Source: an optimization exercise on an open RTL-to-GDS flow (aim: small area, a short achievable clock period and few clock cycles per item). Production flows keep margins and buffers that such runs may drop.
Power and IR drop assume default switching activity.

wip/garnet:
==> module audio_rd_dma, before the edit <==
module audio_rd_dma #(
    parameter int              ID_W        = 4,
    parameter logic [ID_W-1:0] AXI_ID      = 1,
    parameter int              BURST_BEATS = 8,
    parameter int              FIFO_DEPTH  = 32
) (
    input  logic            gclk,
    input  logic            gresetn,
    input  logic            cfg_start,
    input  logic            cfg_stop,
    input  logic [31:0]     cfg_base,
    input  logic [15:0]     cfg_words,
    input  logic            cfg_loop,
    output logic            busy,
    output logic            done,
    output logic            err,
    output logic [ID_W-1:0] aid,
    output logic [31:0]     aaddr,
    output logic            avalid,
    output logic            awrite,
    output logic [3:0]      alen,
    output logic [2:0]      asize,
    output logic [1:0]      aburst,
    input  logic            aready,
    input  logic [ID_W-1:0] rid,
    input  logic [63:0]     rdata,
    input  logic            rlast,
    input  logic            rvalid,
    output logic            rready,
    output logic [63:0]     smp_data,
    output logic            smp_valid,
    input  logic            smp_ready
);
    localparam logic [1:0] MAX_OUT = 2'd3;
    logic [12:0] alo_r;        
    logic [12:0] ahi_r;        
    logic        wrap_r;       
    logic [12:0] whi_r;        
    logic [2:0]  llen_r;       
    logic [12:0] rem_r;        
    logic        full_s;       
    logic        lastq_r;      
    logic        loop_r;
    logic        busy_r, done_r, err_r, stop_r, avalid_r;
    logic        prd_r;        
    logic [1:0]  oc_r;         
    logic [2:0]  db_r;         
    logic        start_s, stop_now_s, acc_s, act_s, beat_s, id_ok_s;
    logic        last_burst_s, last_exp_s, cmp_s;
    logic        nat_end_s, stop_end_s, restart_s, adv_s;
    logic [12:0] addr_b_s;
    logic        addr_ci_s;
    logic [14:0] lo_sum_s;
    logic [12:0] rem_nxt_s;
    assign full_s     = (llen_r == 3'd7);
    assign start_s    = cfg_start & ~busy_r;
    assign stop_now_s = busy_r & (cfg_stop | stop_r);
    assign acc_s      = avalid_r & aready;
    assign act_s      = (oc_r != 2'd0);
    assign id_ok_s    = (rid == AXI_ID);
    assign beat_s     = rvalid & smp_ready & act_s;
    assign last_burst_s = prd_r & (oc_r == 2'd1);
    assign last_exp_s   = (db_r == 3'd7) | (last_burst_s & (db_r == llen_r));
    assign cmp_s        = beat_s & last_exp_s;
    assign nat_end_s  = cmp_s & last_burst_s & ~loop_r;
    assign stop_end_s = stop_now_s & ~avalid_r & (oc_r == 2'd0);
    assign restart_s  = busy_r & prd_r & loop_r & (oc_r == 2'd0);
    assign addr_b_s  = prd_r ? ~whi_r : 13'd0;
    assign addr_ci_s = prd_r ? full_s : 1'b1;
    assign lo_sum_s  = {1'b0, alo_r, 1'b1} + {1'b0, addr_b_s, addr_ci_s};
    assign rem_nxt_s = prd_r ? whi_r : rem_r - 13'd1;
    assign adv_s     = acc_s | restart_s;
    always_ff @(posedge gclk or negedge gresetn) begin
        if (!gresetn) begin
            busy_r   <= 1'b0;
            done_r   <= 1'b0;
            err_r    <= 1'b0;
            stop_r   <= 1'b0;
            avalid_r <= 1'b0;
            prd_r    <= 1'b0;
            oc_r     <= 2'd0;
            db_r     <= 3'd0;
        end else begin
            case ({acc_s, cmp_s})
                2'b10:   oc_r <= oc_r + 2'd1;
                2'b01:   oc_r <= oc_r - 2'd1;
                default: oc_r <= oc_r;
            endcase
            stop_r <= ~start_s & (stop_r | cfg_stop);
            if (start_s) begin
                busy_r   <= (cfg_words != 16'd0);
                done_r   <= (cfg_words == 16'd0);
                err_r    <= 1'b0;
                avalid_r <= (cfg_words != 16'd0);
                prd_r    <= 1'b0;
            end else begin
                busy_r <= busy_r & ~nat_end_s & ~stop_end_s;
                done_r <= nat_end_s & ~stop_now_s;
                if (beat_s & (~id_ok_s | (rlast != last_exp_s))) begin
                    err_r <= 1'b1;
                end
                if (avalid_r) begin
                    avalid_r <= ~aready;
                end else begin
                    avalid_r <= busy_r & ~stop_now_s & ~prd_r & (oc_r != MAX_OUT);
                end
                if (acc_s & lastq_r) begin
                    prd_r <= 1'b1;
                end else if (restart_s) begin
                    prd_r <= 1'b0;
                end
            end
            if (beat_s) begin
                db_r <= last_exp_s ? 3'd0 : db_r + 3'd1;
            end
        end
    end
    always_ff @(posedge gclk) begin
        if (start_s) begin
            alo_r   <= cfg_base[18:6];
            ahi_r   <= cfg_base[31:19];
            wrap_r  <= 1'b0;
            whi_r   <= cfg_words[15:3];
            llen_r  <= cfg_words[2:0] - 3'd1;
            rem_r   <= cfg_words[15:3];
            lastq_r <= (cfg_words[15:3] == {12'd0, (cfg_words[2:0] == 3'd0)});
            loop_r  <= cfg_loop;
        end else if (adv_s) begin
            alo_r   <= lo_sum_s[13:1];
            wrap_r  <= ~prd_r & (wrap_r | (&alo_r));
            rem_r   <= rem_nxt_s;
            lastq_r <= (rem_nxt_s == {12'd0, full_s});
        end
    end
    assign busy      = busy_r;
    assign done      = done_r;
    assign err       = err_r;
    assign aid       = AXI_ID;
    assign aaddr     = {ahi_r + {12'd0, wrap_r}, alo_r, 6'd0};
    assign avalid    = avalid_r;
    assign awrite    = 1'b0;
    assign alen      = lastq_r ? {1'b0, llen_r} : 4'd7;
    assign asize     = aud_dma_pkg::AXI_SIZE_64;
    assign aburst    = aud_dma_pkg::AXI_BURST_INCR;
    assign smp_data  = rdata;
    aud_smp_gate u_gate (
        .rvalid    (rvalid),
        .rid       (rid),
        .smp_ready (smp_ready),
        .oc        (oc_r),
        .smp_valid (smp_valid),
        .rready    (rready)
    );
endmodule
==> flow/config.mk <==
export PLATFORM = sky130hd
export DESIGN_NAME = audio_rd_dma
export DESIGN_NICKNAME = audio_rd_dma
export VERILOG_FILES = /design/flow/design.v
export SDC_FILE = /design/flow/constraint.sdc
export NUM_CORES = 4
export LEC_CHECK = 0
export CAP_MARGIN = 20
export CORE_MARGIN = 2
export CORE_UTILIZATION = 60
export SETUP_SLACK_MARGIN = 2.8
export SLEW_MARGIN = 20
==> flow/constraint.sdc <==
create_clock -name core_clock -period 5.5 [get_ports {gclk}]
set_input_delay 1.1000 -clock core_clock [delete_from_list [all_inputs] [get_ports {gclk}]]
set_output_delay 1.1000 -clock core_clock [all_outputs]
set_load 0.01 [all_outputs]
standard.sh (not shown) runs the stock make flow with config.mk's settings and CLKGATE_MAP_FILE= SYNTH_SCRIPT=/design/flow/synth_recipe.tcl, a recipe that flattens the netlist after the stock synthesis.
==> flow/flow/run.sh <==
#!/bin/bash
# Layout with the standard.sh (ORFS), with these changes:
#  - synthesis runs flow/my_synth.tcl: synth_recipe.tcl's steps (same Yosys
#    synth -nofsm -noshare, flatten and renaming), except the ABC calls: the
#    design is mapped with flow/abc_map.script, and the small combinational
#    module aud_smp_gate (kept as its own module until the final flatten via
#    SYNTH_KEEP_MODULES) with flow/abc_gate.script; no adder map. Registers
#    are mapped exactly as in the standard synthesis;
#  - port buffers are buf_1, tie cells are not duplicated, CTS settings.
# Output goes to standard.log (ORFS keeps per-step logs under orfs/logs).
set -euo pipefail
export MY_ABC_SCRIPT=$PWD/flow/abc_map.script MY_GATE_SCRIPT=$PWD/flow/abc_gate.script
bash standard.sh SYNTH_SCRIPT=$PWD/flow/my_synth.tcl SYNTH_KEEP_MODULES=aud_smp_gate ADDER_MAP_FILE= SKIP_REPAIR_TIE_FANOUT=1 BUFFER_PORTS_ARGS="-buffer_cell sky130_fd_sc_hd__buf_1" CTS_ARGS="-sink_clustering_enable -repair_clock_nets -dont_use_dummy_load -buf_list sky130_fd_sc_hd__clkbuf_8" finish > standard.log 2>&1
==> flow/flow/abc_gate.script <==
strash; dch; map -D 50
==> flow/flow/abc_map.script <==
&get -n; &st; &dch; &nf -D 1500; &put
==> flow/flow/my_synth.tcl <==
proc synth {args} { yosys synth -nofsm -noshare {*}$args }
# ABC mapping: the design with flow/abc_map.script; the sample-path gating
# module (kept apart by SYNTH_KEEP_MODULES until the flatten below) with
# flow/abc_gate.script, a delay-driven mapping.
proc abc {args} {
  set i [lsearch -exact $args -script]
  set j [lsearch -exact $args -D]
  if {$j >= 0} { set args [lreplace $args $j [expr {$j+1}]] }
  set main [lreplace $args [expr {$i+1}] [expr {$i+1}] $::env(MY_ABC_SCRIPT)]
  set gate [lreplace $args [expr {$i+1}] [expr {$i+1}] $::env(MY_GATE_SCRIPT)]
  puts "MYABC main: $main"
  yosys abc {*}$main $::env(DESIGN_NAME)
  puts "MYABC gate: $gate"
  yosys abc {*}$gate aud_smp_gate
}
source $::env(SCRIPTS_DIR)/synth.tcl
# left out here: clear keep_hierarchy, flatten, clean up, hide names made inside functions, write 1_2_yosys.v
Here is what was changed in the inputs of wip/ember compared with wip/garnet.
--- a/flow/design.v
+++ b/flow/design.v
@@ -57,13 +57,11 @@
     output logic [63:0]     smp_data,
     output logic            smp_valid,
     input  logic            smp_ready
 );
     localparam logic [1:0] MAX_OUT = 2'd3;
-    logic [12:0] alo_r;        
-    logic [12:0] ahi_r;        
-    logic        wrap_r;       
+    logic [25:0] aaddr_r;      
     logic [12:0] whi_r;        
     logic [2:0]  llen_r;       
     logic [12:0] rem_r;        
     logic        full_s;       
     logic        lastq_r;      
@@ -76,10 +74,13 @@
     logic        last_burst_s, last_exp_s, cmp_s;
     logic        nat_end_s, stop_end_s, restart_s, adv_s;
     logic [12:0] addr_b_s;
     logic        addr_ci_s;
     logic [14:0] lo_sum_s;
+    logic [12:0] hi_nxt_s;
+    logic        hi_fix_r;     
+    logic        ld_r;         
     logic [12:0] rem_nxt_s;
     assign full_s     = (llen_r == 3'd7);
     assign start_s    = cfg_start & ~busy_r;
     assign stop_now_s = busy_r & (cfg_stop | stop_r);
     assign acc_s      = avalid_r & aready;
@@ -89,14 +90,15 @@
     assign last_burst_s = prd_r & (oc_r == 2'd1);
     assign last_exp_s   = (db_r == 3'd7) | (last_burst_s & (db_r == llen_r));
     assign cmp_s        = beat_s & last_exp_s;
     assign nat_end_s  = cmp_s & last_burst_s & ~loop_r;
     assign stop_end_s = stop_now_s & ~avalid_r & (oc_r == 2'd0);
-    assign restart_s  = busy_r & prd_r & loop_r & (oc_r == 2'd0);
+    assign restart_s  = busy_r & prd_r & loop_r & ~ld_r & (oc_r == 2'd0);
     assign addr_b_s  = prd_r ? ~whi_r : 13'd0;
     assign addr_ci_s = prd_r ? full_s : 1'b1;
-    assign lo_sum_s  = {1'b0, alo_r, 1'b1} + {1'b0, addr_b_s, addr_ci_s};
+    assign lo_sum_s  = {1'b0, aaddr_r[12:0], 1'b1} + {1'b0, addr_b_s, addr_ci_s};
+    assign hi_nxt_s  = hi_fix_r ? aaddr_r[25:13] - 13'd1 : aaddr_r[25:13] + 13'd1;
     assign rem_nxt_s = prd_r ? whi_r : rem_r - 13'd1;
     assign adv_s     = acc_s | restart_s;
     always_ff @(posedge gclk or negedge gresetn) begin
         if (!gresetn) begin
             busy_r   <= 1'b0;
@@ -105,67 +107,75 @@
             stop_r   <= 1'b0;
             avalid_r <= 1'b0;
             prd_r    <= 1'b0;
             oc_r     <= 2'd0;
             db_r     <= 3'd0;
+            hi_fix_r <= 1'b0;
+            ld_r     <= 1'b0;
         end else begin
+            ld_r     <= start_s & (cfg_words != 16'd0);
+            hi_fix_r <= restart_s & ~lo_sum_s[14];
             case ({acc_s, cmp_s})
                 2'b10:   oc_r <= oc_r + 2'd1;
                 2'b01:   oc_r <= oc_r - 2'd1;
                 default: oc_r <= oc_r;
             endcase
             stop_r <= ~start_s & (stop_r | cfg_stop);
             if (start_s) begin
                 busy_r   <= (cfg_words != 16'd0);
                 done_r   <= (cfg_words == 16'd0);
                 err_r    <= 1'b0;
-                avalid_r <= (cfg_words != 16'd0);
-                prd_r    <= 1'b0;
+                    avalid_r <= 1'b0;
+                prd_r    <= 1'b1;
             end else begin
                 busy_r <= busy_r & ~nat_end_s & ~stop_end_s;
                 done_r <= nat_end_s & ~stop_now_s;
                 if (beat_s & (~id_ok_s | (rlast != last_exp_s))) begin
                     err_r <= 1'b1;
                 end
                 if (avalid_r) begin
                     avalid_r <= ~aready;
+                end else if (ld_r) begin
+                    avalid_r <= ~stop_now_s;
                 end else begin
                     avalid_r <= busy_r & ~stop_now_s & ~prd_r & (oc_r != MAX_OUT);
                 end
                 if (acc_s & lastq_r) begin
                     prd_r <= 1'b1;
-                end else if (restart_s) begin
+                end else if (restart_s | ld_r) begin
                     prd_r <= 1'b0;
                 end
             end
             if (beat_s) begin
                 db_r <= last_exp_s ? 3'd0 : db_r + 3'd1;
             end
         end
     end
     always_ff @(posedge gclk) begin
         if (start_s) begin
-            alo_r   <= cfg_base[18:6];
-            ahi_r   <= cfg_base[31:19];
-            wrap_r  <= 1'b0;
+            aaddr_r <= cfg_base[31:6];
             whi_r   <= cfg_words[15:3];
             llen_r  <= cfg_words[2:0] - 3'd1;
-            rem_r   <= cfg_words[15:3];
-            lastq_r <= (cfg_words[15:3] == {12'd0, (cfg_words[2:0] == 3'd0)});
             loop_r  <= cfg_loop;
         end else if (adv_s) begin
-            alo_r   <= lo_sum_s[13:1];
-            wrap_r  <= ~prd_r & (wrap_r | (&alo_r));
+            aaddr_r[12:0] <= lo_sum_s[13:1];
+            if (~prd_r & (&aaddr_r[12:0])) begin
+                aaddr_r[25:13] <= hi_nxt_s;
+            end
+        end else if (hi_fix_r) begin
+            aaddr_r[25:13] <= hi_nxt_s;
+        end
+        if (adv_s | ld_r) begin
             rem_r   <= rem_nxt_s;
             lastq_r <= (rem_nxt_s == {12'd0, full_s});
         end
     end
     assign busy      = busy_r;
     assign done      = done_r;
     assign err       = err_r;
     assign aid       = AXI_ID;
-    assign aaddr     = {ahi_r + {12'd0, wrap_r}, alo_r, 6'd0};
+    assign aaddr     = {aaddr_r, 6'd0};
     assign avalid    = avalid_r;
     assign awrite    = 1'b0;
     assign alen      = lastq_r ? {1'b0, llen_r} : 4'd7;
     assign asize     = aud_dma_pkg::AXI_SIZE_64;
     assign aburst    = aud_dma_pkg::AXI_BURST_INCR;
As far as minimum setup slack after placement is concerned, wip/garnet and wip/ember perform about the same.
Global-route usage in wip/ember is 1.6 points lower than in wip/garnet
wip/garnet → wip/ember: minimum clock period after layout moved down, final cell count now sits higher, part of the total power dissipated in combinational logic saw an increase, buffering stage count on the worst path with inverters included +1.
wip/garnet has lower maximum clock rate than wip/ember.
Function was not checked in any run of this note: the RTL went through the layout flow alone.

[re-timing with driven ports]
Ports are ideal in the flow. The routed layouts listed here were re-timed in OpenROAD. Step 1 (the two cells are an assumption about what drives the block):
set clk [get_ports {gclk}]
set_driving_cell -lib_cell sky130_fd_sc_hd__clkbuf_16 $clk
set_driving_cell -lib_cell sky130_fd_sc_hd__buf_2 [delete_from_list [all_inputs] $clk]
Step 2 also shifts input and output timing later by t, the mid clock arrival at the registers, as if the neighbouring blocks saw the same clock. a / b / c = no drivers / after step 1 / after step 2; a / b = the first two.
run | shift t [ns] | setup WS [ns] | hold slack, ns
wip/garnet | 0.362 | 2.615 / 2.586 / 2.773 | 0.507 / 0.507 / 0.507
wip/ember | 0.361 | 2.779 / 2.746 / 2.692 | 0.524 / 0.524 / 0.524
After both steps setup and hold are still met in every run listed. The setup slack of wip/ember, which loses most, moves by -0.033 ns with the drivers and by -0.087 ns with both steps.
